This design comes from an exercise in tuning for small area, a short achievable clock period and few clock cycles on the open sky130 flow, not from production work. No functional check of the RTL was part of any run shown here.

==> design.v <==
package rlfb_pkg;
  localparam logic [6:0] PCT_MAX = 7'd100;
  localparam logic [2:0] CMD_TICK      = 3'd0;
  localparam logic [2:0] CMD_SET       = 3'd1;
  localparam logic [2:0] CMD_INTENSITY = 3'd2;
  localparam logic [2:0] CMD_BLINK     = 3'd3;
  localparam logic [2:0] CMD_FADE_IN   = 3'd4;
  localparam logic [2:0] CMD_FADE_OUT  = 3'd5;
  localparam logic [2:0] CMD_OFF       = 3'd6;
  localparam logic [2:0] CMD_NOP       = 3'd7;
endpackage
module rlfb_div (
  input  logic [7:0] rem,
  input  logic [7:0] total,
  output logic       qbit,
  output logic [7:0] rem_nxt
);
  logic [8:0] rem2;
  logic [8:0] diff;
  always_comb begin
    rem2    = {rem, 1'b1};
    diff    = rem2 - {1'b0, total};
    qbit    = !diff[8];
    rem_nxt = qbit ? diff[7:0] : rem2[7:0];
  end
endmodule
module rlfb_lane (
  input  logic       eng,     
  input  logic       ins,     
  input  logic       bit_i,
  input  logic [7:0] y,
  input  logic       cbit,
  input  logic [6:0] p,
  input  logic [7:0] e,
  input  logic [7:0] lo,
  input  logic [7:0] hi,
  input  logic [7:0] d,
  output logic [7:0] x,
  output logic [7:0] h
);
  logic [9:0] s;
  logic [1:0] w;
  logic [7:0] x255;
  logic [8:0] si;
  logic [1:0] wi;
  logic [8:0] si1;
  logic [8:0] si2;
  logic [6:0] xi;
  logic [1:0] ww;
  logic [7:0] pp;
  logic [7:0] h0;
  logic [7:0] h1;
  logic [7:0] h2;
  always_comb begin
    s    = {2'b00, e} + {2'b00, lo} + {2'b00, (bit_i ? y : 8'd0)};
    w    = (s >= 10'd510) ? 2'd2 : ((s >= 10'd255) ? 2'd1 : 2'd0);
    x255 = (w == 2'd2) ? s[7:0] + 8'd2 : ((w == 2'd1) ? s[7:0] + 8'd1 : s[7:0]);
    si   = {1'b0, lo[6:0], 1'b0} + {2'b00, (cbit ? p : 7'd0)};
    si1  = si - 9'd100;
    si2  = si - 9'd200;
    wi   = !si2[8] ? 2'd2 : (!si1[8] ? 2'd1 : 2'd0);
    xi   = (wi == 2'd2) ? si2[6:0] : ((wi == 2'd1) ? si1[6:0] : si[6:0]);
    x    = ins ? {1'b0, xi} : x255;
    ww   = ins ? wi : w;
    pp   = (eng || ins) ? hi : d;
    h0   = pp + hi;
    h1   = pp + hi + 8'd1;
    h2   = pp + hi + 8'd2;
    h    = (ww == 2'd2) ? h2 : ((ww == 2'd1) ? h1 : h0);
  end
endmodule
module rlfb_merge (
  input  logic [23:0] data,
  input  logic        pol,
  input  logic        invert,
  output logic [23:0] out_tdata
);
  assign out_tdata = data ^ {24{pol ^ invert}};
endmodule
module rgb_led_fade_blink_driver_core (
  input  logic        clk,
  input  logic        rst_n,
  input  logic        cfg_we,
  input  logic        cfg_wdata,    
  input  logic        in_tvalid,
  output logic        in_tready,
  input  logic [71:0] in_tdata,
  input  logic [2:0]  in_tuser,     
  output logic        out_tvalid,
  input  logic        out_tready,
  output logic [23:0] out_tdata,    
  output logic [1:0]  out_tuser     
);
  logic        busy_r;
  logic        fade_r;
  logic        sub_r;
  logic [15:0] acc_r;
  logic [15:0] dur_r;
  logic [7:0]  total_r;
  logic [7:0]  left_r;       
  logic [8:0]  xr_r;         
  logic [7:0]  rem_r;        
  logic [8:0]  d0_r;         
  logic [8:0]  d1_r;         
  logic        bit_r;        
  logic [2:0]  cnt_r;
  logic        dv_busy_r;    
  logic        ln_busy_r;    
  logic        in_busy_r;    
  logic [23:0] base_r;
  logic [23:0] e_r;
  logic [23:0] lo_r;
  logic [23:0] hi_r;
  logic        inv_r;
  logic        ov_r;         
  logic [23:0] out_d;
  logic        hit_dur;      
  logic        hit_r;        
  logic [23:0] data_r;
  logic        pol_r;
  logic [1:0]  user_r;
  logic [23:0] in_rgb;
  logic [6:0]  in_pct;
  logic [15:0] in_on;
  logic [15:0] in_dur;
  logic [7:0]  in_steps;
  logic [7:0]  steps_c;
  logic [6:0]  pct_c;
  logic [7:0]  steps_fill;
  logic [2:0]  steps_msb;
  logic        on_zero;
  logic        dur_zero;
  logic        fade_go;
  logic        hit_fade;
  logic        dur_small;
  assign in_rgb   = in_tdata[23:0];
  assign in_pct   = in_tdata[30:24];
  assign in_on    = in_tdata[46:31];
  assign in_dur   = in_tdata[62:47];
  assign in_steps = in_tdata[70:63];
  always_comb begin
    steps_c  = (in_steps == 8'd0) ? 8'd1 : in_steps;
    pct_c    = (in_pct > rlfb_pkg::PCT_MAX) ? rlfb_pkg::PCT_MAX : in_pct;
    on_zero  = (in_on == 16'd0);
    dur_zero = (in_dur == 16'd0);
    dur_small = (in_dur[15:1] == 15'd0);
    hit_fade = ({1'b0, in_dur} < {8'd0, steps_c, 1'b0});
    fade_go  = (in_dur[15:8] != 8'd0) ||
               ((in_steps == 8'd0) ? (in_dur[7:0] != 8'd0) : (in_dur[7:0] >= in_steps));
    steps_fill[7] = 1'b0;
    for (int i = 6; i >= 0; i--) steps_fill[i] = steps_fill[i+1] | steps_c[i+1];
    steps_msb[2] = |steps_c[7:4];
    steps_msb[1] = steps_msb[2] ? |steps_c[7:6] : |steps_c[3:2];
    steps_msb[0] = steps_msb[2] ? (steps_msb[1] ? steps_c[7] : steps_c[5])
                                : (steps_msb[1] ? steps_c[3] : steps_c[1]);
  end
  logic        st_early;
  logic [23:0] lo_first;
  logic [23:0] hi_first;
  logic [23:0] lo_int;
  logic [23:0] hi_int;
  always_comb begin
    st_early = !steps_c[7];
    for (int c = 0; c < 3; c++) begin
      hi_first[8*c +: 8] = {7'd0, (in_rgb[8*c +: 8] == 8'd255)};
      lo_first[8*c +: 8] = (in_rgb[8*c +: 8] == 8'd255) ? 8'd0 : in_rgb[8*c +: 8];
      hi_int[8*c +: 8]   = {7'd0, (in_rgb[8*c+7] && pct_c == 7'd100)};
      lo_int[8*c +: 8]   = (in_rgb[8*c+7] && pct_c != 7'd100) ? {1'b0, pct_c} : 8'd0;
    end
  end
  logic [15:0] acc_sub;
  logic        hit_sub;
  logic [8:0]  xr_nxt;
  logic [8:0]  d0_set;
  logic [8:0]  d1_set;
  logic        last_step;
  logic        dur_r_zero;
  logic        setup;
  always_comb begin
    acc_sub    = acc_r - {8'd0, total_r};
    hit_sub    = (acc_sub[15:9] == 7'd0) && (acc_sub[8:0] < {total_r, 1'b0});
    xr_nxt     = xr_r + (bit_r ? d1_r : d0_r);
    d0_set     = sub_r ? {1'b0, rem_r} : 9'd0 - {1'b0, rem_r};
    d1_set     = sub_r ? {1'b0, rem_r} - {1'b0, total_r} : {1'b0, total_r} - {1'b0, rem_r};
    last_step  = (left_r == 8'd1);
    dur_r_zero = (dur_r == 16'd0);
    setup      = dv_busy_r || ln_busy_r;
  end
  logic       qbit;
  logic [7:0] rem_nxt;
  rlfb_div u_div (
    .rem     (rem_r),
    .total   (total_r),
    .qbit    (qbit),
    .rem_nxt (rem_nxt)
  );
  logic [23:0] lane_x;
  logic [23:0] lane_h;
  for (genvar c = 0; c < 3; c++) begin : g_lane
    rlfb_lane u_lane (
      .eng   (ln_busy_r),
      .ins   (in_busy_r),
      .bit_i (bit_r),
      .y     (base_r[8*c +: 8]),
      .cbit  (base_r[8*c+7]),
      .p     (rem_r[6:0]),
      .e     (e_r[8*c +: 8]),
      .lo    (lo_r[8*c +: 8]),
      .hi    (hi_r[8*c +: 8]),
      .d     (data_r[8*c +: 8]),
      .x     (lane_x[8*c +: 8]),
      .h     (lane_h[8*c +: 8])
    );
  end
  logic room;
  logic produce;
  logic take;
  logic in_done;
  logic c_tick, c_nop, c_set, c_int, c_blink, c_fade, c_fin, c_off;
  logic st_any, st_fade, st_bon;
  logic go_idle, go_busy;
  logic ev_tick, ev_fstep, ev_bon, ev_end, ev_rej;
  logic ev_set, ev_int, ev_blink, ev_fade, ev_off;
  always_comb begin
    c_tick  = (in_tuser == rlfb_pkg::CMD_TICK);
    c_nop   = (in_tuser == rlfb_pkg::CMD_NOP);
    c_set   = (in_tuser == rlfb_pkg::CMD_SET);
    c_int   = (in_tuser == rlfb_pkg::CMD_INTENSITY);
    c_blink = (in_tuser == rlfb_pkg::CMD_BLINK);
    c_fade  = (in_tuser[2:1] == 2'b10);
    c_fin   = !in_tuser[0];
    c_off   = (in_tuser == rlfb_pkg::CMD_OFF);
    st_any  = busy_r && hit_r;
    st_fade = st_any && fade_r;
    st_bon  = st_any && !fade_r && sub_r;
    room      = !ov_r || out_tready;
    in_tready = room && !in_busy_r && !(setup && st_fade);
    take      = in_tvalid && in_tready;
    in_done   = in_busy_r && (cnt_r == 3'd7) && room;
    go_idle  = in_tvalid && room && !busy_r && !in_busy_r;
    go_busy  = in_tvalid && room && busy_r && !(setup && st_fade);
    ev_tick  = go_busy && c_tick;
    ev_fstep = in_tvalid && room && c_tick && st_fade && !setup;
    ev_bon   = in_tvalid && room && c_tick && st_bon;
    ev_end   = go_busy && c_tick && st_any &&
               (fade_r ? last_step : (!sub_r || dur_r_zero));
    ev_rej   = go_busy && !c_tick && !c_nop;
    ev_set   = go_idle && c_set;
    ev_int   = go_idle && c_int;
    ev_blink = go_idle && c_blink;
    ev_fade  = go_idle && c_fade;
    ev_off   = go_idle && c_off;
  end
  logic [8:0] xr_new;
  always_comb begin
    if (ln_busy_r && !dv_busy_r) begin
      xr_new = sub_r ? d1_set : d0_set;
    end else if (ev_fstep) begin
      xr_new = xr_nxt;
    end else begin
      xr_new = xr_r;
    end
  end
  always_ff @(posedge clk) begin
    if (!rst_n) begin
      busy_r <= 1'b0;
    end else if (ev_end) begin
      busy_r <= 1'b0;
    end else if (ev_blink) begin
      busy_r <= !(on_zero && dur_zero);
    end else if (ev_fade) begin
      busy_r <= fade_go;
    end
  end
  always_ff @(posedge clk) begin
    if (ev_blink || ev_fade) begin
      fade_r <= c_fade;
    end
    if (ev_blink) begin
      sub_r <= !on_zero;
    end else if (ev_fade) begin
      sub_r <= c_fin;
    end else if (ev_bon) begin
      sub_r <= 1'b0;
    end
    if (ev_blink) begin
      hit_dur <= dur_small;
    end else if (ev_fade) begin
      hit_dur <= hit_fade;
    end
    if (ev_tick) begin
      hit_r <= st_any ? hit_dur : hit_sub;
    end else if (ev_blink) begin
      hit_r <= on_zero ? dur_small : (in_on[15:1] == 15'd0);
    end else if (ev_fade) begin
      hit_r <= hit_fade;
    end
    if (ev_tick) begin
      acc_r <= st_any ? dur_r : acc_sub;
    end else if (ev_blink) begin
      acc_r <= on_zero ? in_dur : in_on;
    end else if (ev_fade) begin
      acc_r <= in_dur;
    end
    if (ev_blink || ev_fade) begin
      dur_r <= in_dur;
    end
    if (ev_blink) begin
      total_r <= 8'd1;
    end else if (ev_fade) begin
      total_r <= steps_c;
    end
    if (ev_fade) begin
      left_r <= steps_c;
    end else if (ev_fstep) begin
      left_r <= left_r - 8'd1;
    end
    xr_r  <= xr_new;
    if (ln_busy_r && !dv_busy_r) begin
      d0_r <= d0_set;
      d1_r <= d1_set;
    end
    bit_r <= dv_busy_r ? qbit : (sub_r ? !xr_new[8] : xr_new[8]);
    if (ev_fade) begin
      rem_r <= st_early ? ({steps_fill[6:0], 1'b1} & ~steps_c) : steps_fill;
    end else if (ev_int) begin
      rem_r <= {1'b0, pct_c};
    end else if (dv_busy_r) begin
      rem_r <= rem_nxt;
    end
    if (ev_fade || ev_int) begin
      cnt_r <= ev_fade ? (st_early ? steps_msb + 3'd1 : steps_msb) : 3'd1;
    end else if (dv_busy_r || (in_busy_r && (cnt_r != 3'd7 || room))) begin
      cnt_r <= cnt_r + 3'd1;
    end
    if (ev_fade) begin
      base_r <= in_rgb;
    end else if (ev_int) begin
      base_r <= {in_rgb[22:16], 1'b0, in_rgb[14:8], 1'b0, in_rgb[6:0], 1'b0};
    end else if (in_busy_r) begin
      base_r <= {base_r[22:16], 1'b0, base_r[14:8], 1'b0, base_r[6:0], 1'b0};
    end
    if (ev_fade) begin
      e_r <= st_early ? lo_first : 24'd0;
    end else if (ln_busy_r && !dv_busy_r) begin
      e_r <= sub_r ? 24'd0 : {3{8'd254}};
    end else if (ev_fstep || ln_busy_r || in_busy_r) begin
      e_r <= lane_x;
    end
    if (ev_fade) begin
      lo_r <= st_early ? lo_first : 24'd0;
      hi_r <= st_early ? hi_first : 24'd0;
    end else if (ev_int) begin
      lo_r <= lo_int;
      hi_r <= hi_int;
    end else if (ln_busy_r || (in_busy_r && (cnt_r != 3'd7 || room))) begin
      lo_r <= lane_x;
      hi_r <= lane_h;
    end
  end
  always_ff @(posedge clk) begin
    if (!rst_n) begin
      dv_busy_r <= 1'b0;
      ln_busy_r <= 1'b0;
      in_busy_r <= 1'b0;
    end else begin
      ln_busy_r <= dv_busy_r;
      if (ev_fade) begin
        dv_busy_r <= fade_go;
      end else if (dv_busy_r && cnt_r == 3'd7) begin
        dv_busy_r <= 1'b0;
      end
      if (ev_int) begin
        in_busy_r <= 1'b1;
      end else if (in_done) begin
        in_busy_r <= 1'b0;
      end
    end
  end
  always_ff @(posedge clk) begin
    if (!rst_n) begin
      inv_r <= 1'b0;
      ov_r   <= 1'b0;
    end else begin
      if (cfg_we) inv_r <= cfg_wdata;
      if (produce) begin
        ov_r <= 1'b1;
      end else if (out_tready) begin
        ov_r <= 1'b0;
      end
    end
  end
  assign produce = (take && !ev_int) || in_done;
  always_ff @(posedge clk) begin
    if (!rst_n) begin
      data_r <= '0;
      pol_r  <= 1'b0;
    end else if (ev_fstep) begin
      data_r <= lane_h;
    end else if (in_done) begin
      data_r <= lane_h;
      pol_r  <= 1'b0;
    end else if (ev_bon || ev_off) begin
      data_r <= '0;
      pol_r  <= 1'b0;
    end else if (ev_set) begin
      data_r <= in_rgb;
      pol_r  <= 1'b0;
    end else if (ev_blink) begin
      data_r <= on_zero ? 24'd0 : in_rgb;
      pol_r  <= 1'b0;
    end else if (ev_fade) begin
      data_r <= (c_fin == fade_go) ? 24'd0 : (c_fin ? in_rgb : ~in_rgb);
      pol_r  <= !c_fin && fade_go;
    end
  end
  always_ff @(posedge clk) begin
    if (in_done) begin
      user_r <= 2'b00;
    end else if (take) begin
      user_r[1] <= ev_rej;
      if (ev_end) begin
        user_r[0] <= 1'b0;
      end else if (ev_blink) begin
        user_r[0] <= !(on_zero && dur_zero);
      end else if (ev_fade) begin
        user_r[0] <= fade_go;
      end else begin
        user_r[0] <= busy_r;
      end
    end
  end
  rlfb_merge u_merge (
    .data      (data_r),
    .pol       (pol_r),
    .invert    (inv_r),
    .out_tdata (out_d)
  );
  assign out_tvalid = ov_r;
  assign out_tdata  = out_d;
  assign out_tuser  = user_r;
endmodule
==> run.sh <==
#!/bin/bash
# synth_recipe.tcl (not shown) runs the flow's synth.tcl, then flattens the netlist and writes it again
# the make line also repeats each setting of config.mk as NAME=value (left out here)
make -C /OpenROAD-flow-scripts/flow DESIGN_CONFIG=/design/flow/config.mk WORK_HOME=/design/flow/orfs CLKGATE_MAP_FILE= SYNTH_SCRIPT=/design/flow/synth_recipe.tcl finish
==> config.mk <==
export PLATFORM = sky130hd
export DESIGN_NAME = rgb_led_fade_blink_driver_core
export DESIGN_NICKNAME = rgb_led_fade_blink_driver_core
export VERILOG_FILES = /design/flow/design.v
export SDC_FILE = /design/flow/constraint.sdc
export NUM_CORES = 4
export LEC_CHECK = 0
export ABC_AREA = 1
export CAP_MARGIN = 20
export CORE_MARGIN = 2
export CORE_UTILIZATION = 40
export SETUP_SLACK_MARGIN = 3.5
export SLEW_MARGIN = 20
==> constraint.sdc <==
create_clock -name core_clock -period 7.0 [get_ports {clk}]
set_input_delay 1.4000 -clock core_clock [delete_from_list [all_inputs] [get_ports {clk}]]
set_output_delay 1.4000 -clock core_clock [all_outputs]
set_load 0.01 [all_outputs]
==> results of run 1 <==
-- placed cells by master (no fill, tap or decap), types with 40 or more instances in the layout --
| cell type | netlist | final |
|---|---|---|
| nand2_1 | 827 | 708 |
| inv_1 | 409 | 386 |
| edfxtp_1 | 177 | 177 |
| a21oi_1 | 219 | 176 |
| ha_1 | 179 | 163 |
| o21ai_0 | 174 | 159 |
| nor2_1 | 182 | 155 |
| nand3_1 | 179 | 150 |
| buf_4 | 3 | 126 |
| nand2_2 | 25 | 108 |
| xor2_1 | 108 | 102 |
| clkdlybuf4s50_1 | 0 | 64 |
| o211ai_1 | 47 | 47 |
| nand4_1 | 45 | 45 |
| xnor2_1 | 48 | 42 |
| nand2_4 | 9 | 40 |
| dfxtp_1 | 43 | 40 |
-- cell type report --
type / count / area share [%]
inverters: 427 / 6.30
flip-flops and latches: 220 / 22.8
repair buffers: 272 / 9.38
repair inverters: 9 / 0.235
clock inverters: 14 / 0.484
well taps: 688 / 3.17
multi-input cells: 2295 / 55.0
clock buffers: 35 / 2.60
-- worst reg2reg max path, delay by kind of cell, from the launching register on --
family	cells	cell delay, ns
flip-flops	1	0.39
AND/OR/NAND/NOR	12	1.32
AO/OA/AOI/OAI	4	0.53
adder cells (fa/ha/maj)	3	0.81
XOR/XNOR	1	0.14
buffers and inverters	4	0.35
-- per-stage QoR --
step / cell area, um2 / worst slack, ns / std cells / hold slack [ns]
6_report: 27100 / 3.22 / 3960 / 0.483
5_1_grt: 27100 / 3.02 / 3960 / 0.498
4_1_cts: 25900 / 3.31 / 3909 / 0.480
3_5_place_dp: 23100 / 1.77 / 3743 / 0.465
3_3_place_gp: 23100 / 1.84 / 3742 / 0.464
2_1_floorplan: 21400 / 3.51 / 3007 / 0.445
-- registers in the layout (all words and copies together) (netlist names), 8 cells and up --
| signal | cells |
|---|---|
| acc_r | 16 |
| base_r | 24 |
| d0_r | 9 |
| d1_r | 9 |
| data_r | 24 |
| dur_r | 16 |
| e_r | 24 |
| hi_r | 24 |
| left_r | 8 |
| lo_r | 24 |
| rem_r | 8 |
| total_r | 8 |
| xr_r | 9 |
-- cells by family after synthesis --
family	share of synthesized area [%]
flops	28.9
mux	0.663
simple gates	27.6
fa+ha+maj	12.1
xor+xnor	7.01
compound gates	14.7
buf+inv	8.97
-- per-layer routing --
| metal | track usage (%) | vias up | routed length, um |
|---|---|---|---|
| met5 | 0 | - | 16 |
| met4 | 10.6 | 2 | 3260 |
| met3 | 4.39 | 188 | 6520 |
| met2 | 43.9 | 926 | 35700 |
| met1 | 33.9 | 10400 | 31800 |
| li1 | - | 10500 | - |
-- repair_timing --
action                     CTS  global route
gates cloned                14             5
hold buffers                 0             0
pin swaps                  107           120
hold endpoints to repair     0             0
setup buffers              103            46
resized for setup          323           196
setup endpoints to repair  314           246
-- worst max-delay path by stage --
stage                 endpoint  slack, ns    startpoint  cells after the start
finish                 e_r[20]       3.22      lo_r[16]                     24
global route           lo_r[9]       3.02      lo_r[10]                     24
CTS                   lo_r[17]       3.31      lo_r[17]                     24
detailed placement   base_r[0]       1.77   in_tuser[0]                      9
global placement    base_r[16]       1.84   in_tuser[0]                      9
floorplan            data_r[7]       3.51  in_tdata[70]                     19
==> flow_metrics.env, run 1 <==
export IMPL_io_pins=109
export IMPL_first_iter_violations=2178
export IMPL_dr_pass1_iters=6
export IMPL_routabilityCongestion=0.968
export IMPL_yosysTopAreaCell="edfxtp_1"
export IMPL_cpMaxStageDelayCell="edfxtp_1"
export IMPL_clkTransAtPathRegs_ns=0.06
export IMPL_overflow=0
export IMPL_cp_start_kind="flip-flop"
export IMPL_cts_tree="done"
export IMPL_portBuffers=107
export IMPL_min_from="data_r[8]"
export IMPL_r2r_slack_ns=3.22
export IMPL_setup_tns_ns=0
export IMPL_antennaDiodeCount=0
export IMPL_root_buffer="clkbuf_16"
export IMPL_syn_inst=3007
export IMPL_crit_top_cell="nand2_1"
export IMPL_multiInputGateArea_um2=14900
export IMPL_dr_total_vias=22100
export IMPL_postSynthNetCount=3284
export IMPL_routed_via_density=5.58
export IMPL_start_util_pct=40.5
export IMPL_worst_pin_slew_ns=0.968
export IMPL_clk_path_buf_depth=3
export IMPL_rsz0062_at_grt="yes"
export IMPL_avgSynthCellArea_um2=7.10
export IMPL_skew_ns=0.0214
export IMPL_synthTopCellsByCount="nand2_1, inv_1, a21oi_1"
export IMPL_cts_sinks=220
export IMPL_slew_headroom_pct=35.0
export IMPL_die_area_um2=55200
export IMPL_holdPathEnd="data_r[8]"
export IMPL_min_period_ns=3.78
export IMPL_whs_path_depth=2
export IMPL_finalHoldViolations=0
export IMPL_critical_path_top_delay_family="simple AND/OR/NAND/NOR gates"
export IMPL_fillerInstances=4992
export IMPL_fin_nets=3529
export IMPL_setup_viol=0
export IMPL_hp_class="reg2reg"
export IMPL_synth_top_cells_by_area="edfxtp_1, nand2_1, ha_1"
export IMPL_hpwl_mm=54.7
export IMPL_yosysWarnings=3
export IMPL_die_h_um=235
export IMPL_maxCapViolCount=0
export IMPL_slew_viol_final=0
export IMPL_slowest_delay_ns=0.39
export IMPL_grt_max_degree=50
export IMPL_area_delta_synth_final_pct=27.1
export IMPL_first_global_vias=20900
export IMPL_synth_enable_flop_cells=177
export IMPL_grt_pass1_wl_mm=116
export IMPL_critical_path_class="reg2reg"
export IMPL_core_area_um2=52700
export IMPL_totalWireLength_mm=77.3
export IMPL_final_util_pct=51.5
export IMPL_cp_arrival_ns=4.10
export IMPL_wire_per_inst_um=19.5
export IMPL_ant_nets=0
export IMPL_regArea_um2=6180
export IMPL_syn_area_um2=21300
export IMPL_async_flop_share_pct=0
export IMPL_cts_buffers=27
export IMPL_r2r_end="e_r[20]"
export IMPL_grtUsageTotal_pct=26.3
export IMPL_clk_latency_ns=0.57
export IMPL_row_count=84
export IMPL_antenna_found_initial=1
export IMPL_cts_htree_levels=1
export IMPL_yosysSeqAreaShare_pct=28.9
export IMPL_yosysMostFrequentCell="nand2_1"
export IMPL_yosys_cell_types_count=68
export IMPL_cp_end_kind="flip-flop"
export IMPL_crit_fanout=5
export IMPL_synth_top_area_share_pct=24.9
export IMPL_fmaxAchievable_ghz=0.265
export IMPL_cp_buffers_inverters=4
export IMPL_synth_seq_cells=220
export IMPL_finalCritPeriodShare_pct=54.0
export IMPL_reg2reg_from="lo_r[16]"
export IMPL_drive_gt1_share_pct=19.3
export IMPL_cp_cell_sequence="ha_4 -> inv_2 -> fa_2 -> nand3b_1 -> nand2_2 -> a31oi_1 -> xnor2_1 -> ha_1 -> buf_4 -> buf_4 -> inv_1 -> nand2_1 -> nand2_4 -> nand3_4 -> o21ai_4 -> nand3_4 -> nand2_2 -> o21ai_2 -> nand2_1 -> o21ai_2 -> nand2_1 -> nand2_2 -> nand2_1 -> nand2_1"
export IMPL_drcViolationCount=0
export IMPL_die_w_um=235
export IMPL_ys_flop_type="edfxtp_1"
export IMPL_status="timing/DRC/antenna clean"
export IMPL_required_ns=7.32
export IMPL_worst_r2r_cell_count=24
==> run 2, diff against run 1 <==
--- a/config.mk
+++ b/config.mk
@@ -9,5 +9,5 @@
 export CAP_MARGIN = 20
 export CORE_MARGIN = 2
 export CORE_UTILIZATION = 40
-export SETUP_SLACK_MARGIN = 3.5
+export SETUP_SLACK_MARGIN = 3.0
 export SLEW_MARGIN = 20
==> flow_metrics.env, run 2 <==
export IMPL_yosysTopAreaCell="edfxtp_1"
export IMPL_area_delta_synth_final_pct=18.2
export IMPL_finalCritPeriodShare_pct=56.1
export IMPL_dp_slack_ns=1.46
export IMPL_die_w_um=235
export IMPL_status="timing/DRC/antenna clean"
export IMPL_cp_arrival_ns=2.53
export IMPL_slew_viol_final=0
export IMPL_yosysWarnings=3
export IMPL_die_area_um2=55200
export IMPL_yosys_cell_types_count=68
export IMPL_maxCapViolCount=0
export IMPL_layout_commonest_cell="nand2_1"
export IMPL_mostFrequentLayoutCells="nand2_1, inv_1, a21oi_1"
export IMPL_cp_start_kind="input pin"
export IMPL_cp_end_kind="primary output"
export IMPL_portBuffers=107
export IMPL_io_pins=109
export IMPL_clk_path_buf_depth=3
export IMPL_antenna_found_initial=1
export IMPL_design_area_um2=25200
export IMPL_clk_latency_ns=0.57
export IMPL_drcViolationCount=0
export IMPL_rsz0062_at_grt="yes"
export IMPL_grt_pass1_wl_mm=111
export IMPL_grtUsageTotal_pct=25.1
export IMPL_required_ns=5.60
export IMPL_yosysSeqAreaShare_pct=28.9
export IMPL_routabilityCongestion=0.944
export IMPL_wire_per_inst_um=18.7
export IMPL_first_iter_violations=1909
export IMPL_setup_slack_ns=3.07
export IMPL_synth_seq_cells=220
export IMPL_cts_sinks=220
export IMPL_min_period_ns=3.93
export IMPL_overflow=0
export IMPL_synth_top_area_share_pct=24.9
export IMPL_slew_headroom_pct=41.6
export IMPL_critical_path_class="in2out"
export IMPL_finalHoldViolations=0
export IMPL_postSynthNetCount=3284
export IMPL_first_global_vias=20100
export IMPL_cts_tree="done"
export IMPL_synth_enable_flop_cells=177
export IMPL_dr_pass1_iters=6
export IMPL_fmaxAchievable_ghz=0.254
export IMPL_cts_htree_levels=1
export IMPL_skew_ns=0.0246
export IMPL_die_h_um=235
export IMPL_ant_nets=0
export IMPL_root_buffer="clkbuf_16"
export IMPL_cts_buffers=27
export IMPL_crit_fanout=3
export IMPL_dpl_cell_count=3747
export IMPL_clkTransAtPathRegs_ns=0.06
export IMPL_synthTopCellsByCount="nand2_1, inv_1, a21oi_1"
export IMPL_ys_flop_type="edfxtp_1"
export IMPL_core_area_um2=52700
export IMPL_row_count=84
export IMPL_syn_area_um2=21300
export IMPL_syn_inst=3007
export IMPL_routed_via_density=5.52
export IMPL_layout_cells_non_filler=3862
export IMPL_placed_cell_area_um2=23100
export IMPL_start_util_pct=40.5
export IMPL_synth_top_cells_by_area="edfxtp_1, nand2_1, ha_1"
export IMPL_setup_viol=0
export IMPL_totalWireLength_mm=72.4
export IMPL_hp_class="reg2reg"
export IMPL_antennaDiodeCount=0
export IMPL_yosysMostFrequentCell="nand2_1"
export IMPL_drive_gt1_share_pct=10.4
export IMPL_worst_pin_slew_ns=0.874
export IMPL_async_flop_share_pct=0
export IMPL_dr_total_vias=21300
export IMPL_fin_nets=3431
export IMPL_grt_max_degree=90
export IMPL_avgSynthCellArea_um2=7.10
export IMPL_hpwl_mm=55.7
export IMPL_setup_tns_ns=0
run 2: changes by cell type in the layout (fill, tap and decap cells not counted), sizes merged, moves of 5 or more:
cell	before	now
clkdlybuf4s50	64	95
clkbuf	36	31
clkinvlp	18	7
dlygate4sd2	37	2
dlymetal6s2s	2	9
buf	165	78
nand3	195	190
run 2: worst paths after layout:
path,slack (ns),startpoint,to,cells past startpoint
max,3.07,out_tready,in_tready,4
min,0.48,data_r[21],data_r[21],2
max reg2reg,3.11,lo_r[8],hi_r[11],26
min reg2reg,0.48,data_r[21],data_r[21],2
run 2: cell families (layout without fill, tap and decap cells):
family	after synthesis	after routing	share of synthesized area (%)
multiplexers	13	13	0.663
adder cells (fa/ha/maj)	196	196	12.1
flip-flops	220	220	28.9
AND/OR/NAND/NOR	1363	1365	27.6
buffers and inverters	499	664	8.97
XOR/XNOR	164	164	7.01
AO/OA/AOI/OAI	552	552	14.7
run 2: worst max-delay path, cell delays in order:
cell             delay (ns)
clkdlybuf4s50_1        0.50
nor2_4                 0.08
nor3_4                 0.23
dlygate4sd2_1          0.31
run 2: stage by stage:
stage,util [%],hold slack (ns)
after floorplan,-,0.445
after global placement,43.9,0.458
after detailed placement,43.9,0.466
after CTS,46.0,0.476
after global routing,47.9,0.495
final,47.9,0.477
run 2: cell type report:
cell class	instances	area (um2)
Clock buffer	30	687
Sequential cell	220	6180
Timing Repair inverter	3	20.0
Tap cell	688	861
Clock inverter	19	224
Fill cell	5212	27400
Multi-Input combinational cell	2290	13900
Inverter	427	1650
Timing Repair Buffer	185	1730
run 2: repair_timing:
action,4_1_cts,5_1_grt
gates cloned,2,3
gates resized for setup,32,138
hold buffers,0,0
pin swaps,4,52
setup endpoints to repair,134,183
setup buffers,6,54
run 2: routing by layer:
metal | GRT usage (%) | up-vias | routed length [um]
li1 | - | 10300 | -
met1 | 34.0 | 10100 | 31400
met2 | 41.2 | 811 | 33000
met3 | 2.70 | 121 | 5410
met4 | 9.17 | 2 | 2470
met5 | 0 | - | 13
==> run 3, diff against run 2 <==
--- a/design.v
+++ b/design.v
@@ -113,8 +113,10 @@
   logic [23:0] hi_r;
   logic        inv_r;
   logic        ov_r;         
+  logic        sk_v_r;       
+  logic [23:0] sk_d_r;
+  logic [1:0]  sk_u_r;
   logic [23:0] out_d;
-  logic        hit_dur;      
   logic        hit_r;        
   logic [23:0] data_r;
   logic        pol_r;
@@ -132,7 +134,6 @@
   logic        dur_zero;
   logic        fade_go;
   logic        hit_fade;
-  logic        dur_small;
   assign in_rgb   = in_tdata[23:0];
   assign in_pct   = in_tdata[30:24];
   assign in_on    = in_tdata[46:31];
@@ -143,7 +144,6 @@
     pct_c    = (in_pct > rlfb_pkg::PCT_MAX) ? rlfb_pkg::PCT_MAX : in_pct;
     on_zero  = (in_on == 16'd0);
     dur_zero = (in_dur == 16'd0);
-    dur_small = (in_dur[15:1] == 15'd0);
     hit_fade = ({1'b0, in_dur} < {8'd0, steps_c, 1'b0});
     fade_go  = (in_dur[15:8] != 8'd0) ||
                ((in_steps == 8'd0) ? (in_dur[7:0] != 8'd0) : (in_dur[7:0] >= in_steps));
@@ -170,6 +170,7 @@
   end
   logic [15:0] acc_sub;
   logic        hit_sub;
+  logic        hit_dur;
   logic [8:0]  xr_nxt;
   logic [8:0]  d0_set;
   logic [8:0]  d1_set;
@@ -179,6 +180,7 @@
   always_comb begin
     acc_sub    = acc_r - {8'd0, total_r};
     hit_sub    = (acc_sub[15:9] == 7'd0) && (acc_sub[8:0] < {total_r, 1'b0});
+    hit_dur    = (dur_r[15:9] == 7'd0) && (dur_r[8:0] < {total_r, 1'b0});
     xr_nxt     = xr_r + (bit_r ? d1_r : d0_r);
     d0_set     = sub_r ? {1'b0, rem_r} : 9'd0 - {1'b0, rem_r};
     d1_set     = sub_r ? {1'b0, rem_r} - {1'b0, total_r} : {1'b0, total_r} - {1'b0, rem_r};
@@ -233,7 +235,7 @@
     st_any  = busy_r && hit_r;
     st_fade = st_any && fade_r;
     st_bon  = st_any && !fade_r && sub_r;
-    room      = !ov_r || out_tready;
+    room      = !sk_v_r;
     in_tready = room && !in_busy_r && !(setup && st_fade);
     take      = in_tvalid && in_tready;
     in_done   = in_busy_r && (cnt_r == 3'd7) && room;
@@ -283,15 +285,10 @@
     end else if (ev_bon) begin
       sub_r <= 1'b0;
     end
-    if (ev_blink) begin
-      hit_dur <= dur_small;
-    end else if (ev_fade) begin
-      hit_dur <= hit_fade;
-    end
     if (ev_tick) begin
       hit_r <= st_any ? hit_dur : hit_sub;
     end else if (ev_blink) begin
-      hit_r <= on_zero ? dur_small : (in_on[15:1] == 15'd0);
+      hit_r <= on_zero ? (in_dur[15:1] == 15'd0) : (in_on[15:1] == 15'd0);
     end else if (ev_fade) begin
       hit_r <= hit_fade;
     end
@@ -381,17 +378,29 @@
     if (!rst_n) begin
       inv_r <= 1'b0;
       ov_r   <= 1'b0;
+      sk_v_r <= 1'b0;
     end else begin
       if (cfg_we) inv_r <= cfg_wdata;
       if (produce) begin
         ov_r <= 1'b1;
-      end else if (out_tready) begin
+      end else if (out_tready && !sk_v_r) begin
         ov_r <= 1'b0;
       end
+      if (produce && ov_r && !out_tready) begin
+        sk_v_r <= 1'b1;
+      end else if (out_tready) begin
+        sk_v_r <= 1'b0;
+      end
     end
   end
   assign produce = (take && !ev_int) || in_done;
   always_ff @(posedge clk) begin
+    if (!sk_v_r) begin
+      sk_d_r <= out_d;
+      sk_u_r <= user_r;
+    end
+  end
+  always_ff @(posedge clk) begin
     if (!rst_n) begin
       data_r <= '0;
       pol_r  <= 1'b0;
@@ -436,7 +445,7 @@
     .invert    (inv_r),
     .out_tdata (out_d)
   );
-  assign out_tvalid = ov_r;
-  assign out_tdata  = out_d;
-  assign out_tuser  = user_r;
+  assign out_tvalid = ov_r || sk_v_r;
+  assign out_tdata  = sk_v_r ? sk_d_r : out_d;
+  assign out_tuser  = sk_v_r ? sk_u_r : user_r;
 endmodule
--- a/config.mk
+++ b/config.mk
@@ -9,5 +9,5 @@
 export CAP_MARGIN = 20
 export CORE_MARGIN = 2
 export CORE_UTILIZATION = 40
-export SETUP_SLACK_MARGIN = 3.0
+export SETUP_SLACK_MARGIN = 3.5
 export SLEW_MARGIN = 20
==> flow_metrics.env, run 3 <==
export IMPL_dr_total_vias=22900
export IMPL_cpMaxStageDelayCell="edfxtp_1"
export IMPL_cts_htree_levels=1
export IMPL_core_area_um2=55300
export IMPL_die_area_um2=58200
export IMPL_finalHoldViolations=0
export IMPL_met1_usage_pct=35.9
export IMPL_dr_pass1_iters=6
export IMPL_crit_top_cell="nand2_4"
export IMPL_critical_path_class="reg2reg"
export IMPL_clk_path_buf_depth=3
export IMPL_cts_tree="done"
export IMPL_cts_buffers=30
export IMPL_cts_hold_buf=0
export IMPL_grt_busiest_layer="met2"
export IMPL_syn_area_um2=22500
export IMPL_yosysWarnings=3
export IMPL_grt_util_met2_pct=43.5
export IMPL_routed_via_density=5.54
export IMPL_hpwl_mm=57.1
export IMPL_dp_slack_ns=1.77
export IMPL_postSynthNetCount=3425
export IMPL_finalCritPeriodShare_pct=54.3
export IMPL_required_ns=7.33
export IMPL_setup_slack_ns=3.20
export IMPL_cp_start_kind="flip-flop"
export IMPL_io_pins=109
export IMPL_yosysSeqAreaShare_pct=29.7
export IMPL_slew_viol_final=0
export IMPL_slew_headroom_pct=29.5
export IMPL_ant_nets=0
export IMPL_synth_top_area_share_pct=23.5
export IMPL_synth_seq_cells=246
export IMPL_setup_tns_ns=0
export IMPL_portBuffers=107
export IMPL_cp_arrival_ns=4.13
export IMPL_cts_sinks=246
export IMPL_die_h_um=241
export IMPL_maxCapViolCount=0
export IMPL_layout_commonest_cell="nand2_1"
export IMPL_fmaxAchievable_ghz=0.263
export IMPL_yosys_cell_types_count=74
export IMPL_rsz0062_at_grt="yes"
export IMPL_antenna_found_initial=2
export IMPL_drive_gt1_share_pct=20.5
export IMPL_setup_viol=0
export IMPL_grt_max_degree=69
export IMPL_area_delta_synth_final_pct=25.8
export IMPL_layout_cells_non_filler=4138
export IMPL_grt_pass1_wl_mm=121
export IMPL_yosysMostFrequentCell="nand2_1"
export IMPL_cp_end_kind="flip-flop"
export IMPL_syn_inst=3141
export IMPL_overflow=0
export IMPL_crit_fanout=5
export IMPL_root_buffer="clkbuf_16"
export IMPL_synth_enable_flop_cells=176
export IMPL_first_iter_violations=2299
export IMPL_status="timing/DRC/antenna clean"
export IMPL_dpl_cell_count=3940
export IMPL_row_count=86
export IMPL_holdWs_ns=0.459
export IMPL_drcViolationCount=0
export IMPL_synthTopCellsByCount="nand2_1, inv_1, o21ai_0"
export IMPL_totalWireLength_mm=79.3
export IMPL_final_util_pct=51.2
export IMPL_gr_usage_met3_pct=3.55
export IMPL_die_w_um=241
export IMPL_synth_top_cells_by_area="edfxtp_1, nand2_1, ha_1"
export IMPL_skew_ns=0.0118
export IMPL_slowest_delay_ns=0.36
export IMPL_yosysTopAreaCell="edfxtp_1"
export IMPL_first_global_vias=22000
export IMPL_clkTransAtPathRegs_ns=0.06
export IMPL_worst_pin_slew_ns=1.05
export IMPL_fin_nets=3648
export IMPL_routabilityCongestion=0.908
export IMPL_wire_per_inst_um=19.2
export IMPL_mostFrequentLayoutCells="nand2_1, inv_1, nor2_1"
export IMPL_min_period_ns=3.80
export IMPL_ys_flop_type="edfxtp_1"
export IMPL_async_flop_share_pct=0
export IMPL_avgSynthCellArea_um2=7.16
export IMPL_hp_class="reg2reg"
export IMPL_clk_latency_ns=0.58
export IMPL_grtUsageTotal_pct=26.5
export IMPL_start_util_pct=40.7
[run 3: cell type report]
type                    instances  area (um2)
diodes                          2        5.00
clock buffers                  48         922
clock inverters                 8        72.6
fillers                      5357       27000
inverters                     448        1820
multi-input cells            2378       15500
flip-flops and latches        246        6690
well taps                     748         936
repair buffers                258        2320
repair inverters                2        15.0
[run 3: metrics by stage]
step	area [um2]
2_1_floorplan	22600
3_5_place_dp	24400
3_3_place_gp	24400
4_1_cts	27300
5_1_grt	28300
6_report	28300
[run 3: timing repair]
item,4_1_cts,5_1_grt
setup buffers,101,33
setup endpoints to repair,315,214
resized for setup,365,206
cloned,4,2
pin swaps,138,136
[run 3: critical path, delay by kind of cell, from the launching register on]
kind / cells / cell delay (ns)
and+or+nand+nor: 17 / 1.59
adders and majority gates: 3 / 0.86
DFF: 1 / 0.36
buffers and inverters: 4 / 0.34
xor gates and xnor gates: 1 / 0.23
AOI/OAI and AO/OA: 1 / 0.18
[run 3: cells by family after synthesis]
logic type                 synth area share, %
AOI/OAI and AO/OA                         15.0
xor gates and xnor gates                  5.17
muxes                                    0.495
and+or+nand+nor                           28.9
adders and majority gates                 11.9
buffers and inverters                     8.84
DFF                                       29.7
[run 3: path summary, 6_finish.rpt]
kind / from / end / cells after the start / slack, ns
max: lo_r[16] / lo_r[19] / 26 / 3.20
min: sk_d_r[12] / sk_d_r[12] / 2 / 0.46
max reg2reg: lo_r[16] / lo_r[19] / 26 / 3.20
min reg2reg: sk_d_r[12] / sk_d_r[12] / 2 / 0.46
[run 3: layer usage]
metal | vias to the layer above | part of all wire (%)
met5 | - | 0
met4 | 0 | 2.8
met3 | 149 | 7.0
met2 | 889 | 46
met1 | 10900 | 44
li1 | 11000 | -
==> run 4, diff against run 3 <==
--- a/design.v
+++ b/design.v
@@ -154,20 +154,6 @@
     steps_msb[0] = steps_msb[2] ? (steps_msb[1] ? steps_c[7] : steps_c[5])
                                 : (steps_msb[1] ? steps_c[3] : steps_c[1]);
   end
-  logic        st_early;
-  logic [23:0] lo_first;
-  logic [23:0] hi_first;
-  logic [23:0] lo_int;
-  logic [23:0] hi_int;
-  always_comb begin
-    st_early = !steps_c[7];
-    for (int c = 0; c < 3; c++) begin
-      hi_first[8*c +: 8] = {7'd0, (in_rgb[8*c +: 8] == 8'd255)};
-      lo_first[8*c +: 8] = (in_rgb[8*c +: 8] == 8'd255) ? 8'd0 : in_rgb[8*c +: 8];
-      hi_int[8*c +: 8]   = {7'd0, (in_rgb[8*c+7] && pct_c == 7'd100)};
-      lo_int[8*c +: 8]   = (in_rgb[8*c+7] && pct_c != 7'd100) ? {1'b0, pct_c} : 8'd0;
-    end
-  end
   logic [15:0] acc_sub;
   logic        hit_sub;
   logic        hit_dur;
@@ -319,37 +305,32 @@
     end
     bit_r <= dv_busy_r ? qbit : (sub_r ? !xr_new[8] : xr_new[8]);
     if (ev_fade) begin
-      rem_r <= st_early ? ({steps_fill[6:0], 1'b1} & ~steps_c) : steps_fill;
+      rem_r <= steps_fill;
     end else if (ev_int) begin
       rem_r <= {1'b0, pct_c};
     end else if (dv_busy_r) begin
       rem_r <= rem_nxt;
     end
     if (ev_fade || ev_int) begin
-      cnt_r <= ev_fade ? (st_early ? steps_msb + 3'd1 : steps_msb) : 3'd1;
+      cnt_r <= ev_fade ? steps_msb : 3'd0;
     end else if (dv_busy_r || (in_busy_r && (cnt_r != 3'd7 || room))) begin
       cnt_r <= cnt_r + 3'd1;
     end
-    if (ev_fade) begin
+    if (ev_fade || ev_int) begin
       base_r <= in_rgb;
-    end else if (ev_int) begin
-      base_r <= {in_rgb[22:16], 1'b0, in_rgb[14:8], 1'b0, in_rgb[6:0], 1'b0};
     end else if (in_busy_r) begin
       base_r <= {base_r[22:16], 1'b0, base_r[14:8], 1'b0, base_r[6:0], 1'b0};
     end
-    if (ev_fade) begin
-      e_r <= st_early ? lo_first : 24'd0;
+    if (ev_fade || ev_int) begin
+      e_r <= '0;
     end else if (ln_busy_r && !dv_busy_r) begin
       e_r <= sub_r ? 24'd0 : {3{8'd254}};
     end else if (ev_fstep || ln_busy_r || in_busy_r) begin
       e_r <= lane_x;
     end
-    if (ev_fade) begin
-      lo_r <= st_early ? lo_first : 24'd0;
-      hi_r <= st_early ? hi_first : 24'd0;
-    end else if (ev_int) begin
-      lo_r <= lo_int;
-      hi_r <= hi_int;
+    if (ev_fade || ev_int) begin
+      lo_r <= '0;
+      hi_r <= '0;
     end else if (ln_busy_r || (in_busy_r && (cnt_r != 3'd7 || room))) begin
       lo_r <= lane_x;
       hi_r <= lane_h;
--- a/config.mk
+++ b/config.mk
@@ -9,5 +9,5 @@
 export CAP_MARGIN = 20
 export CORE_MARGIN = 2
 export CORE_UTILIZATION = 40
-export SETUP_SLACK_MARGIN = 3.5
+export SETUP_SLACK_MARGIN = 4.2
 export SLEW_MARGIN = 20
==> flow_metrics.env, run 4 <==
export IMPL_status="timing/DRC/antenna clean"
export IMPL_mostFrequentLayoutCells="nand2_1, inv_1, nor2_1"
export IMPL_cts_sinks=246
export IMPL_ys_flop_type="dfxtp_1"
export IMPL_finalHoldViolations=0
export IMPL_yosys_cell_types_count=78
export IMPL_ant_nets=0
export IMPL_layout_commonest_cell="nand2_1"
export IMPL_antenna_found_initial=0
export IMPL_regArea_um2=6030
export IMPL_crit_fanout=8
export IMPL_avgSynthCellArea_um2=6.91
export IMPL_async_flop_share_pct=0
export IMPL_grt_max_degree=60
export IMPL_totalWireLength_mm=79.9
export IMPL_skew_ns=0.0470
export IMPL_drcViolationCount=0
export IMPL_cts_tree="done"
export IMPL_slew_headroom_pct=33.8
export IMPL_yosysTopAreaCell="edfxtp_1"
export IMPL_setup_viol=0
export IMPL_routed_via_density=5.47
export IMPL_syn_inst=3123
export IMPL_holdWs_ns=0.451
export IMPL_yosysWarnings=3
export IMPL_row_count=85
export IMPL_root_buffer="clkbuf_16"
export IMPL_yosysMostFrequentCell="nand2_1"
export IMPL_core_area_um2=53600
export IMPL_drive_gt1_share_pct=28.8
export IMPL_grtUsageTotal_pct=26.7
export IMPL_cts_buffers=31
export IMPL_layout_cells_non_filler=4168
export IMPL_hpwl_mm=50.3
export IMPL_synthTopCellsByCount="nand2_1, inv_1, o21ai_0"
export IMPL_clk_path_buf_depth=3
export IMPL_fillerInstances=4832
export IMPL_required_ns=7.51
export IMPL_first_global_vias=21600
export IMPL_postSynthNetCount=3412
export IMPL_yosysSeqAreaShare_pct=27.6
export IMPL_io_pins=109
export IMPL_critical_path_class="reg2reg"
export IMPL_synth_top_area_share_pct=14.3
export IMPL_die_h_um=236
export IMPL_grt_pass1_wl_mm=119
export IMPL_synth_enable_flop_cells=103
export IMPL_first_iter_violations=1875
export IMPL_cp_start_kind="flip-flop"
export IMPL_finalCritPeriodShare_pct=50.8
export IMPL_clk_latency_ns=0.62
export IMPL_die_area_um2=55800
export IMPL_multiInputGateArea_um2=16300
export IMPL_fmaxAchievable_ghz=0.281
export IMPL_worst_pin_slew_ns=0.991
export IMPL_syn_area_um2=21600
export IMPL_r2r_slack_ns=3.44
export IMPL_min_period_ns=3.56
export IMPL_dr_pass1_iters=6
export IMPL_setup_tns_ns=0
export IMPL_grt_util_met2_pct=44.2
export IMPL_die_w_um=236
export IMPL_grt_busiest_layer="met2"
export IMPL_cp_arrival_ns=4.07
export IMPL_met1_usage_pct=35.4
export IMPL_synth_seq_cells=246
export IMPL_gr_usage_met3_pct=3.50
export IMPL_wire_per_inst_um=19.2
export IMPL_area_delta_synth_final_pct=39.7
export IMPL_slew_viol_final=0
export IMPL_dpl_cell_count=3848
export IMPL_overflow=0
export IMPL_hp_class="reg2reg"
export IMPL_dr_total_vias=22800
export IMPL_maxCapViolCount=0
export IMPL_fin_nets=3736
export IMPL_final_util_pct=56.2
export IMPL_portBuffers=107
export IMPL_cp_end_kind="flip-flop"
export IMPL_start_util_pct=40.3
export IMPL_cts_htree_levels=1
export IMPL_routabilityCongestion=0.917
export IMPL_clkTransAtPathRegs_ns=0.06
export IMPL_synth_top_cells_by_area="edfxtp_1, nand2_1, dfxtp_1"
export IMPL_rsz0062_at_grt="yes"
export IMPL_cts_hold_buf=0
export IMPL_antennaDiodeCount=0
[run 4: final cells by class]
type | count | area share (%)
multi-input cells | 2331 | 54.1
repair inverters | 4 | 0.145
well taps | 696 | 2.89
flip-flops and latches | 246 | 20.0
clock inverters | 11 | 0.482
inverters | 466 | 6.48
clock buffers | 47 | 3.01
repair buffers | 367 | 12.9
[run 4: worst paths after layout]
check | from | end | depth (start not counted)
max reg2reg | lo_r[10] | hi_r[11] | 26
min reg2reg | sk_d_r[17] | sk_d_r[17] | 2
min | sk_d_r[17] | sk_d_r[17] | 2
max | lo_r[10] | hi_r[11] | 26
[run 4: through the flow]
step | setup slack (ns) | area (um2)
2_1_floorplan | 3.58 | 22400
3_3_place_gp | 1.93 | 23900
3_5_place_dp | 1.87 | 23900
4_1_cts | 3.52 | 27900
5_1_grt | 3.22 | 30100
6_report | 3.44 | 30100
[run 4: metal layers]
| metal | part of all wire (%) | vias to the layer above |
|---|---|---|
| met5 | 0 | - |
| met4 | 4.4 | 0 |
| met3 | 7.1 | 189 |
| met2 | 46 | 820 |
| met1 | 42 | 10900 |
| li1 | - | 11000 |
[run 4: critical path, stage by stage (launching register included)]
cell and delay [ns]:
dfxtp_4 0.35, ha_4 0.24, a21oi_2 0.14, nand2_2 0.08, a21oi_2 0.15, o21ai_2 0.08, nand2_1 0.06, nand2_1 0.07
a21oi_2 0.13, xnor2_1 0.15, ha_1 0.30, a21oi_2 0.13, o21ai_1 0.07, a21oi_1 0.16, inv_1 0.06, nand2_1 0.08
nand2_2 0.09, nand3_4 0.14, nand2_8 0.09, inv_8 0.07, nand2_4 0.04, o21ai_4 0.19, clkinv_4 0.22, o21ai_2 0.11
nand2_2 0.10, o21ai_1 0.13, inv_1 0.05
[run 4: logic make-up after synthesis]
| family | after synthesis | share of synthesized area, % |
|---|---|---|
| fa+ha+maj | 208 | 12.7 |
| xor+xnor | 135 | 5.69 |
| simple gates | 1358 | 27.8 |
| flops | 246 | 27.6 |
| compound gates | 611 | 15.8 |
| mux | 10 | 0.510 |
| buf+inv | 555 | 10.0 |
[run 4: timing repair]
item,4_1_cts,5_1_grt
buffers inserted,153,80
gates resized for setup,528,377
gates cloned,23,6
endpoints found under the setup margin,291,194
pin swaps,172,192
==> run 5, diff against run 4 <==
--- a/design.v
+++ b/design.v
@@ -38,35 +38,31 @@
   output logic [7:0] x,
   output logic [7:0] h
 );
+  logic [7:0] add;
   logic [9:0] s;
   logic [1:0] w;
   logic [7:0] x255;
-  logic [8:0] si;
-  logic [1:0] wi;
-  logic [8:0] si1;
-  logic [8:0] si2;
-  logic [6:0] xi;
-  logic [1:0] ww;
+  logic [7:0] x100;
   logic [7:0] pp;
   logic [7:0] h0;
   logic [7:0] h1;
   logic [7:0] h2;
   always_comb begin
-    s    = {2'b00, e} + {2'b00, lo} + {2'b00, (bit_i ? y : 8'd0)};
-    w    = (s >= 10'd510) ? 2'd2 : ((s >= 10'd255) ? 2'd1 : 2'd0);
+    add  = ((bit_i && !ins) ? y : 8'd0) | ((cbit && ins) ? {1'b0, p} : 8'd0);
+    s    = {2'b00, e} + {2'b00, lo} + {2'b00, add};
+    if (ins) begin
+      w = (s >= 10'd200) ? 2'd2 : ((s >= 10'd100) ? 2'd1 : 2'd0);
+    end else begin
+      w = (s >= 10'd510) ? 2'd2 : ((s >= 10'd255) ? 2'd1 : 2'd0);
+    end
     x255 = (w == 2'd2) ? s[7:0] + 8'd2 : ((w == 2'd1) ? s[7:0] + 8'd1 : s[7:0]);
-    si   = {1'b0, lo[6:0], 1'b0} + {2'b00, (cbit ? p : 7'd0)};
-    si1  = si - 9'd100;
-    si2  = si - 9'd200;
-    wi   = !si2[8] ? 2'd2 : (!si1[8] ? 2'd1 : 2'd0);
-    xi   = (wi == 2'd2) ? si2[6:0] : ((wi == 2'd1) ? si1[6:0] : si[6:0]);
-    x    = ins ? {1'b0, xi} : x255;
-    ww   = ins ? wi : w;
+    x100 = (w == 2'd2) ? s[7:0] + 8'd56 : ((w == 2'd1) ? s[7:0] + 8'd156 : s[7:0]);
+    x    = ins ? x100 : x255;
     pp   = (eng || ins) ? hi : d;
     h0   = pp + hi;
-    h1   = pp + hi + 8'd1;
-    h2   = pp + hi + 8'd2;
-    h    = (ww == 2'd2) ? h2 : ((ww == 2'd1) ? h1 : h0);
+    h1   = h0 + 8'd1;
+    h2   = h0 + 8'd2;
+    h    = (w == 2'd2) ? h2 : ((w == 2'd1) ? h1 : h0);
   end
 endmodule
 module rlfb_merge (
@@ -113,10 +109,8 @@
   logic [23:0] hi_r;
   logic        inv_r;
   logic        ov_r;         
-  logic        sk_v_r;       
-  logic [23:0] sk_d_r;
-  logic [1:0]  sk_u_r;
   logic [23:0] out_d;
+  logic        hit_dur;      
   logic        hit_r;        
   logic [23:0] data_r;
   logic        pol_r;
@@ -134,6 +128,7 @@
   logic        dur_zero;
   logic        fade_go;
   logic        hit_fade;
+  logic        dur_small;
   assign in_rgb   = in_tdata[23:0];
   assign in_pct   = in_tdata[30:24];
   assign in_on    = in_tdata[46:31];
@@ -144,6 +139,7 @@
     pct_c    = (in_pct > rlfb_pkg::PCT_MAX) ? rlfb_pkg::PCT_MAX : in_pct;
     on_zero  = (in_on == 16'd0);
     dur_zero = (in_dur == 16'd0);
+    dur_small = (in_dur[15:1] == 15'd0);
     hit_fade = ({1'b0, in_dur} < {8'd0, steps_c, 1'b0});
     fade_go  = (in_dur[15:8] != 8'd0) ||
                ((in_steps == 8'd0) ? (in_dur[7:0] != 8'd0) : (in_dur[7:0] >= in_steps));
@@ -154,9 +150,22 @@
     steps_msb[0] = steps_msb[2] ? (steps_msb[1] ? steps_c[7] : steps_c[5])
                                 : (steps_msb[1] ? steps_c[3] : steps_c[1]);
   end
+  logic        st_early;
+  logic [23:0] lo_first;
+  logic [23:0] hi_first;
+  logic [23:0] lo_int;
+  logic [23:0] hi_int;
+  always_comb begin
+    st_early = !steps_c[7];
+    for (int c = 0; c < 3; c++) begin
+      hi_first[8*c +: 8] = {7'd0, (in_rgb[8*c +: 8] == 8'd255)};
+      lo_first[8*c +: 8] = (in_rgb[8*c +: 8] == 8'd255) ? 8'd0 : in_rgb[8*c +: 8];
+      hi_int[8*c +: 8]   = {7'd0, (in_rgb[8*c+7] && pct_c == 7'd100)};
+      lo_int[8*c +: 8]   = (in_rgb[8*c+7] && pct_c != 7'd100) ? {1'b0, pct_c} : 8'd0;
+    end
+  end
   logic [15:0] acc_sub;
   logic        hit_sub;
-  logic        hit_dur;
   logic [8:0]  xr_nxt;
   logic [8:0]  d0_set;
   logic [8:0]  d1_set;
@@ -166,7 +175,6 @@
   always_comb begin
     acc_sub    = acc_r - {8'd0, total_r};
     hit_sub    = (acc_sub[15:9] == 7'd0) && (acc_sub[8:0] < {total_r, 1'b0});
-    hit_dur    = (dur_r[15:9] == 7'd0) && (dur_r[8:0] < {total_r, 1'b0});
     xr_nxt     = xr_r + (bit_r ? d1_r : d0_r);
     d0_set     = sub_r ? {1'b0, rem_r} : 9'd0 - {1'b0, rem_r};
     d1_set     = sub_r ? {1'b0, rem_r} - {1'b0, total_r} : {1'b0, total_r} - {1'b0, rem_r};
@@ -221,7 +229,7 @@
     st_any  = busy_r && hit_r;
     st_fade = st_any && fade_r;
     st_bon  = st_any && !fade_r && sub_r;
-    room      = !sk_v_r;
+    room      = !ov_r || out_tready;
     in_tready = room && !in_busy_r && !(setup && st_fade);
     take      = in_tvalid && in_tready;
     in_done   = in_busy_r && (cnt_r == 3'd7) && room;
@@ -271,10 +279,15 @@
     end else if (ev_bon) begin
       sub_r <= 1'b0;
     end
+    if (ev_blink) begin
+      hit_dur <= dur_small;
+    end else if (ev_fade) begin
+      hit_dur <= hit_fade;
+    end
     if (ev_tick) begin
       hit_r <= st_any ? hit_dur : hit_sub;
     end else if (ev_blink) begin
-      hit_r <= on_zero ? (in_dur[15:1] == 15'd0) : (in_on[15:1] == 15'd0);
+      hit_r <= on_zero ? dur_small : (in_on[15:1] == 15'd0);
     end else if (ev_fade) begin
       hit_r <= hit_fade;
     end
@@ -305,32 +318,39 @@
     end
     bit_r <= dv_busy_r ? qbit : (sub_r ? !xr_new[8] : xr_new[8]);
     if (ev_fade) begin
-      rem_r <= steps_fill;
+      rem_r <= st_early ? ({steps_fill[6:0], 1'b1} & ~steps_c) : steps_fill;
     end else if (ev_int) begin
       rem_r <= {1'b0, pct_c};
     end else if (dv_busy_r) begin
       rem_r <= rem_nxt;
     end
     if (ev_fade || ev_int) begin
-      cnt_r <= ev_fade ? steps_msb : 3'd0;
+      cnt_r <= ev_fade ? (st_early ? steps_msb + 3'd1 : steps_msb) : 3'd1;
     end else if (dv_busy_r || (in_busy_r && (cnt_r != 3'd7 || room))) begin
       cnt_r <= cnt_r + 3'd1;
     end
-    if (ev_fade || ev_int) begin
+    if (ev_fade) begin
       base_r <= in_rgb;
+    end else if (ev_int) begin
+      base_r <= {in_rgb[22:16], 1'b0, in_rgb[14:8], 1'b0, in_rgb[6:0], 1'b0};
     end else if (in_busy_r) begin
       base_r <= {base_r[22:16], 1'b0, base_r[14:8], 1'b0, base_r[6:0], 1'b0};
     end
-    if (ev_fade || ev_int) begin
-      e_r <= '0;
+    if (ev_fade) begin
+      e_r <= st_early ? lo_first : 24'd0;
     end else if (ln_busy_r && !dv_busy_r) begin
       e_r <= sub_r ? 24'd0 : {3{8'd254}};
-    end else if (ev_fstep || ln_busy_r || in_busy_r) begin
+    end else if (ev_int) begin
+      e_r <= lo_int;
+    end else if (ev_fstep || ln_busy_r || (in_busy_r && (cnt_r != 3'd7 || room))) begin
       e_r <= lane_x;
     end
-    if (ev_fade || ev_int) begin
-      lo_r <= '0;
-      hi_r <= '0;
+    if (ev_fade) begin
+      lo_r <= st_early ? lo_first : 24'd0;
+      hi_r <= st_early ? hi_first : 24'd0;
+    end else if (ev_int) begin
+      lo_r <= lo_int;
+      hi_r <= hi_int;
     end else if (ln_busy_r || (in_busy_r && (cnt_r != 3'd7 || room))) begin
       lo_r <= lane_x;
       hi_r <= lane_h;
@@ -359,29 +379,17 @@
     if (!rst_n) begin
       inv_r <= 1'b0;
       ov_r   <= 1'b0;
-      sk_v_r <= 1'b0;
     end else begin
       if (cfg_we) inv_r <= cfg_wdata;
       if (produce) begin
         ov_r <= 1'b1;
-      end else if (out_tready && !sk_v_r) begin
-        ov_r <= 1'b0;
-      end
-      if (produce && ov_r && !out_tready) begin
-        sk_v_r <= 1'b1;
       end else if (out_tready) begin
-        sk_v_r <= 1'b0;
+        ov_r <= 1'b0;
       end
     end
   end
   assign produce = (take && !ev_int) || in_done;
   always_ff @(posedge clk) begin
-    if (!sk_v_r) begin
-      sk_d_r <= out_d;
-      sk_u_r <= user_r;
-    end
-  end
-  always_ff @(posedge clk) begin
     if (!rst_n) begin
       data_r <= '0;
       pol_r  <= 1'b0;
@@ -426,7 +434,7 @@
     .invert    (inv_r),
     .out_tdata (out_d)
   );
-  assign out_tvalid = ov_r || sk_v_r;
-  assign out_tdata  = sk_v_r ? sk_d_r : out_d;
-  assign out_tuser  = sk_v_r ? sk_u_r : user_r;
+  assign out_tvalid = ov_r;
+  assign out_tdata  = out_d;
+  assign out_tuser  = user_r;
 endmodule
--- a/config.mk
+++ b/config.mk
@@ -9,5 +9,5 @@
 export CAP_MARGIN = 20
 export CORE_MARGIN = 2
 export CORE_UTILIZATION = 40
-export SETUP_SLACK_MARGIN = 4.2
+export SETUP_SLACK_MARGIN = 3.5
 export SLEW_MARGIN = 20
==> flow_metrics.env, run 5 <==
export IMPL_status="timing/DRC/antenna clean"
export IMPL_die_h_um=227
export IMPL_skew_ns=0.0137
export IMPL_multiInputGateArea_um2=14800
export IMPL_r2r_end="lo_r[20]"
export IMPL_whs_path_depth=2
export IMPL_avgSynthCellArea_um2=7.37
export IMPL_setup_viol=0
export IMPL_cp_arrival_ns=4.37
export IMPL_ant_nets=0
export IMPL_portBuffers=107
export IMPL_io_pins=109
export IMPL_dr_pass1_iters=6
export IMPL_root_buffer="clkbuf_16"
export IMPL_start_util_pct=40.6
export IMPL_worst_r2r_cell_count=24
export IMPL_cts_htree_levels=1
export IMPL_finalHoldViolations=0
export IMPL_yosys_cell_types_count=65
export IMPL_overflow=0
export IMPL_grt_max_degree=72
export IMPL_synth_top_area_share_pct=26.7
export IMPL_fillerInstances=4476
export IMPL_first_global_vias=20000
export IMPL_row_count=81
export IMPL_first_iter_violations=1788
export IMPL_synth_seq_cells=220
export IMPL_grt_pass1_wl_mm=111
export IMPL_area_delta_synth_final_pct=36.5
export IMPL_fmaxAchievable_ghz=0.246
export IMPL_regArea_um2=6180
export IMPL_cts_sinks=220
export IMPL_hp_class="reg2reg"
export IMPL_cp_start_kind="flip-flop"
export IMPL_holdPathEnd="data_r[10]"
export IMPL_drcViolationCount=0
export IMPL_antenna_found_initial=4
export IMPL_yosysTopAreaCell="edfxtp_1"
export IMPL_dp_slack_ns=1.23
export IMPL_fin_nets=3245
export IMPL_die_w_um=227
export IMPL_yosysMostFrequentCell="nand2_1"
export IMPL_yosysSeqAreaShare_pct=31.0
export IMPL_clkTransAtPathRegs_ns=0.07
export IMPL_routed_via_density=5.59
export IMPL_synth_enable_flop_cells=177
export IMPL_cts_buffers=27
export IMPL_min_period_ns=4.06
export IMPL_clk_latency_ns=0.57
export IMPL_critical_path_class="reg2reg"
export IMPL_syn_area_um2=19900
export IMPL_slew_viol_final=0
export IMPL_mostFrequentLayoutCells="nand2_1, inv_1, edfxtp_1"
export IMPL_postSynthNetCount=2971
export IMPL_yosysWarnings=3
export IMPL_syn_inst=2701
export IMPL_totalWireLength_mm=73.5
export IMPL_setup_tns_ns=0
export IMPL_crit_fanout=5
export IMPL_cts_tree="done"
export IMPL_hpwl_mm=50.2
export IMPL_wire_per_inst_um=20.1
export IMPL_synthTopCellsByCount="nand2_1, inv_1, o21ai_0"
export IMPL_reg2reg_from="e_r[18]"
export IMPL_cp_end_kind="flip-flop"
export IMPL_finalCritPeriodShare_pct=58.0
export IMPL_worst_pin_slew_ns=0.805
export IMPL_async_flop_share_pct=0
export IMPL_drive_gt1_share_pct=26.4
-- run 5: cell types whose count changed after synthesis, moves of 18 or more --
cell / previous run / this run
a21oi_1: 217 / 177
dfxtp_1: 143 / 43
edfxtp_1: 103 / 177
inv_1: 436 / 344
nand2_1: 790 / 658
nand4_1: 42 / 24
nor3_1: 13 / 35
o211ai_1: 24 / 49
o21ai_0: 237 / 197
o21ai_1: 40 / 13
xnor2_1: 39 / 67
-- run 5: timing repair --
item / in CTS / in global routing
hold buffers: 0 / 0
buffers inserted: 142 / 42
endpoints found under the hold margin: 0 / 0
pin swaps: 187 / 185
cloned: 10 / 0
endpoints found under the setup margin: 295 / 196
gates resized for setup: 485 / 208
-- run 5: logic make-up after synthesis --
group	share of synthesized area, %
muxes	0.553
adders and majority gates	12.4
buffers and inverters	8.45
DFF	31.0
xor gates and xnor gates	7.04
and+or+nand+nor	25.1
AOI/OAI and AO/OA	15.4
-- run 5: how the worst max path moves through the flow --
| stage | startpoint | end | slack (ns) | depth (start not counted) |
|---|---|---|---|---|
| 4_1_cts | lo_r[0] | lo_r[5] | 3.00 | 25 |
| 2_1_floorplan | in_busy_r | lo_r[20] | 3.29 | 27 |
| 5_1_grt | e_r[0] | lo_r[2] | 2.71 | 26 |
| 3_3_place_gp | in_tuser[0] | data_r[22] | 1.24 | 14 |
| 3_5_place_dp | in_tuser[0] | data_r[22] | 1.23 | 14 |
| 6_report | e_r[18] | lo_r[20] | 2.94 | 24 |
-- run 5: critical path: stages (launching register included) --
cell and delay [ns]:
edfxtp_1 0.43, ha_4 0.28, a21oi_2 0.14, nand2_2 0.09
a21oi_4 0.18, o21ai_2 0.09, xor2_1 0.18, inv_1 0.11
ha_4 0.27, a21oi_2 0.19, nand3_1 0.12, buf_4 0.15
nand2_1 0.09, nand2_1 0.06, nand2_1 0.07, nand2_2 0.09
o21ai_4 0.28, nand2_4 0.11, nand2_8 0.11, nand2_8 0.09
o21ai_4 0.15, nand2_1 0.08, nand3_2 0.08, nand3_2 0.11
or2_1 0.25
-- run 5: final cells by class --
cell class,instances,share of cell area [%]
flip-flops and latches,220,22.8
diodes,1,0.00921
repair inverters,4,0.111
multi-input cells,2052,54.3
well taps,664,3.06
clock buffers,34,2.66
inverters,358,5.37
clock inverters,16,0.599
repair buffers,312,11.1
-- run 5: stage by stage --
step | instances | hold slack, ns | utilization (%) | instance area [um2]
2_1_floorplan | 2701 | 0.445 | - | 20400
3_3_place_gp | 3415 | 0.455 | 44.9 | 22000
3_5_place_dp | 3415 | 0.461 | 44.9 | 22000
4_1_cts | 3617 | 0.467 | 53.0 | 26000
5_1_grt | 3661 | 0.493 | 55.4 | 27200
6_report | 3661 | 0.471 | 55.4 | 27200
-- run 5: layer usage --
metal,routed length [um],GRT usage (%)
met1,32000,38.3
met2,33900,45.2
met3,5480,3.54
met4,2070,7.42
met5,13,0

-- what the ideal ports hide --
How much do the figures lean on ideal ports? The routed layouts below were timed once more, with nothing changed but the port constraints.
Step 1: set_driving_cell puts a clkbuf_16 on clk and a buf_2 on each other input, an assumption about the parent block.
Step 2 also shifts input and output timing later by t, the mid clock arrival at the registers, as if the neighbouring blocks saw the same clock.
Three values: ideal, step 1, step 2; two values: the first two.
run	t (ns)	setup slack, ns	worst setup path after step 2	slew at the worst register clock pin (ns)	worst slew at a driven data input, ns
run 1	0.615	3.223 / 3.223 / 2.644	input to register	0.06 / 0.06	0.08
run 2	0.607	3.070 / 3.046 / 2.578	input to register	0.07 / 0.07	0.08
run 3	0.633	3.199 / 3.199 / 2.798	input to register	0.07 / 0.07	0.09
run 4	0.657	3.445 / 3.445 / 2.879	input to register	0.07 / 0.07	0.12
run 5	0.618	2.940 / 2.940 / 2.573	input to register	0.07 / 0.07	0.14
After both steps every run listed still meets setup and hold. For run 1, which loses most, drivers alone change the setup slack by 0.000 ns; drivers and shift together by -0.579 ns.
